This is an optimization exercise on Yosys and OpenROAD, whose aim is a short achievable clock period and few clock cycles per item, not a production implementation.
The clock port is modelled as an ideal driver; clocking choices that lean on that would not hold on a real chip.
Power is estimated from default activity; no workload was simulated.

## v6
Design ex_stage, start of the top module:
module ex_stage (
	input  logic                                      clock,
	input  logic                                      reset,
	input  logic [2-1:0]                 issue_valid,
	input  logic [2*2-1:0]               issue_unit,
	input  logic [2*3-1:0]               issue_op,
	input  logic [2*32-1:0]        issue_a,
	input  logic [2*32-1:0]        issue_b,
	input  logic [2*5-1:0]    issue_rob,
	input  logic [2*6-1:0]     issue_pr,
	output logic [2-1:0]              complete_valid,
	output logic [2*5-1:0] complete_rob,
	output logic [2*6-1:0]  complete_pr,
	output logic [2*32-1:0]     complete_value,
	output logic [3-1:0]                    unit_busy
);
export LEC_CHECK = 0
export ABC_CLOCK_PERIOD_IN_PS = 1500
export CAP_MARGIN = 20
export CORE_MARGIN = 2
export CORE_UTILIZATION = 50
export CTS_BUF_LIST = sky130_fd_sc_hd__clkbuf_16
export CTS_CLUSTER_DIAMETER = 80
export CTS_CLUSTER_SIZE = 25
export SETUP_SLACK_MARGIN = 4.6
export SLEW_MARGIN = 20
export TNS_END_PERCENT = 100
create_clock -name core_clock -period 6.5 [get_ports {clock}]
standard.sh (not shown) runs the stock make flow with config.mk's settings and CLKGATE_MAP_FILE= SYNTH_SCRIPT=/design/flow/synth_recipe.tcl, a recipe that flattens the netlist after the stock synthesis.
==> flow/flow/run.sh <==
#!/bin/bash
set -euo pipefail
here=$(pwd)
export POST_CTS_TCL=$here/flow/post_cts.tcl
bash standard.sh finish > $here/standard_flow.log 2>&1
==> flow/flow/post_cts.tcl <==
proc clk_collapse { maxport } {
  set block [ord::get_db_block]
  set cnet [$block findNet clock]
  while {1} {
    set loads {}
    foreach it [$cnet getITerms] { if {[$it isInputSignal]} { lappend loads $it } }
    set others [llength $loads]
    set best ""
    foreach it $loads {
      set inst [$it getInst]
      if {![string match "sky130_fd_sc_hd__clkbuf_*" [[$inst getMaster] getName]]} { continue }
      set n 0
      foreach o [[[$inst findITerm X] getNet] getITerms] { if {[$o isInputSignal]} { incr n } }
      if {$others - 1 + $n <= $maxport} { set best $inst; break }
    }
    if {$best eq ""} { break }
    set onet [[$best findITerm X] getNet]
    set sinks {}
    foreach o [$onet getITerms] { if {[$o isInputSignal]} { lappend sinks $o } }
    foreach o $sinks { $o disconnect; $o connect $cnet }
    puts "clk_collapse: removed [$best getName], the clock port now feeds [expr {$others - 1 + [llength $sinks]}] pins"
    [$best findITerm A] disconnect
    odb::dbInst_destroy $best
    odb::dbNet_destroy $onet
  }
}
clk_collapse 4
estimate_parasitics -placement
report_clock_latency

# Flip-flops that drive an output port's buffer get the strongest drive of their cell type.
proc upsize_output_flops {} {
  set block [ord::get_db_block]
  set db [ord::get_db]
  set n 0
  foreach bt [$block getBTerms] {
    if {[$bt getIoType] ne "OUTPUT"} { continue }
    set net [$bt getNet]
    foreach it [$net getITerms] {
      if {![$it isOutputSignal]} { continue }
      set buf [$it getInst]
      set a [$buf findITerm A]
      if {$a eq "NULL" || $a eq ""} { continue }
      set inet [$a getNet]
      foreach d [$inet getITerms] {
        if {![$d isOutputSignal]} { continue }
        set ff [$d getInst]
        set m [[$ff getMaster] getName]
        if {[regexp {^sky130_fd_sc_hd__dfxtp_[12]$} $m]} {
          $ff swapMaster [$db findMaster sky130_fd_sc_hd__dfxtp_4]
          incr n
        }
      }
    }
  }
  puts "upsize_output_flops: $n flip-flops now dfxtp_4"
}
upsize_output_flops
detailed_placement
estimate_parasitics -placement
### v6 -> v7
--- a/flow/flow/post_cts.tcl
+++ b/flow/flow/post_cts.tcl
@@ -29,32 +29 @@
 report_clock_latency
-
-# Flip-flops that drive an output port's buffer get the strongest drive of their cell type.
-proc upsize_output_flops {} {
-  set block [ord::get_db_block]
-  set db [ord::get_db]
-  set n 0
-  foreach bt [$block getBTerms] {
-    if {[$bt getIoType] ne "OUTPUT"} { continue }
-    set net [$bt getNet]
-    foreach it [$net getITerms] {
-      if {![$it isOutputSignal]} { continue }
-      set buf [$it getInst]
-      set a [$buf findITerm A]
-      if {$a eq "NULL" || $a eq ""} { continue }
-      set inet [$a getNet]
-      foreach d [$inet getITerms] {
-        if {![$d isOutputSignal]} { continue }
-        set ff [$d getInst]
-        set m [[$ff getMaster] getName]
-        if {[regexp {^sky130_fd_sc_hd__dfxtp_[12]$} $m]} {
-          $ff swapMaster [$db findMaster sky130_fd_sc_hd__dfxtp_4]
-          incr n
-        }
-      }
-    }
-  }
-  puts "upsize_output_flops: $n flip-flops now dfxtp_4"
-}
-upsize_output_flops
-detailed_placement
-estimate_parasitics -placement
--- outcome ---
- Setup slack: v7 more than v6
- Number of optimization iterations in the first detailed-route pass: v7 vs v6 up 2
- On footprint of the multi-input gates, v6 tracks v7 almost exactly.
- Between v6 and v7, the total wire length does not differ in any meaningful way.
- Diff v6 -> v7: utilization decreased by 0.48 points relative to the old numbers, sequential power went down about 0.6%, post-route cell area went down 450 um2, multi-input combinational area share moved up.
- v7: data arrival time of the worst path lower than v6
No run of this note included a check of the RTL's function; only the layout flow was run.

## afterwards: timing with drivers on the ports
How much do the figures lean on ideal ports? The routed layouts below were timed once more, with nothing changed but the port constraints.
Step 1 (the two cells are an assumption about what drives the block):
set clk [get_ports {clock}]
set_driving_cell -lib_cell sky130_fd_sc_hd__clkbuf_16 $clk
set_driving_cell -lib_cell sky130_fd_sc_hd__buf_2 [delete_from_list [all_inputs] $clk]
Step 2 also shifts input and output timing later by t, the mid clock arrival at the registers, as if the neighbouring blocks saw the same clock.
a / b / c = no drivers / after step 1 / after step 2; a / b = the first two.
| run | t, ns | setup WS [ns] | worst setup path after step 2 |
|---|---|---|---|
| v6 | 0.625 | 4.223 / 4.081 / 3.980 | input to register |
| v7 | 0.625 | 4.240 / 4.097 / 3.988 | input to register |
After both steps every run listed still meets setup and hold. For v7, which loses most, drivers alone change the setup slack by -0.143 ns; drivers and shift together by -0.252 ns.
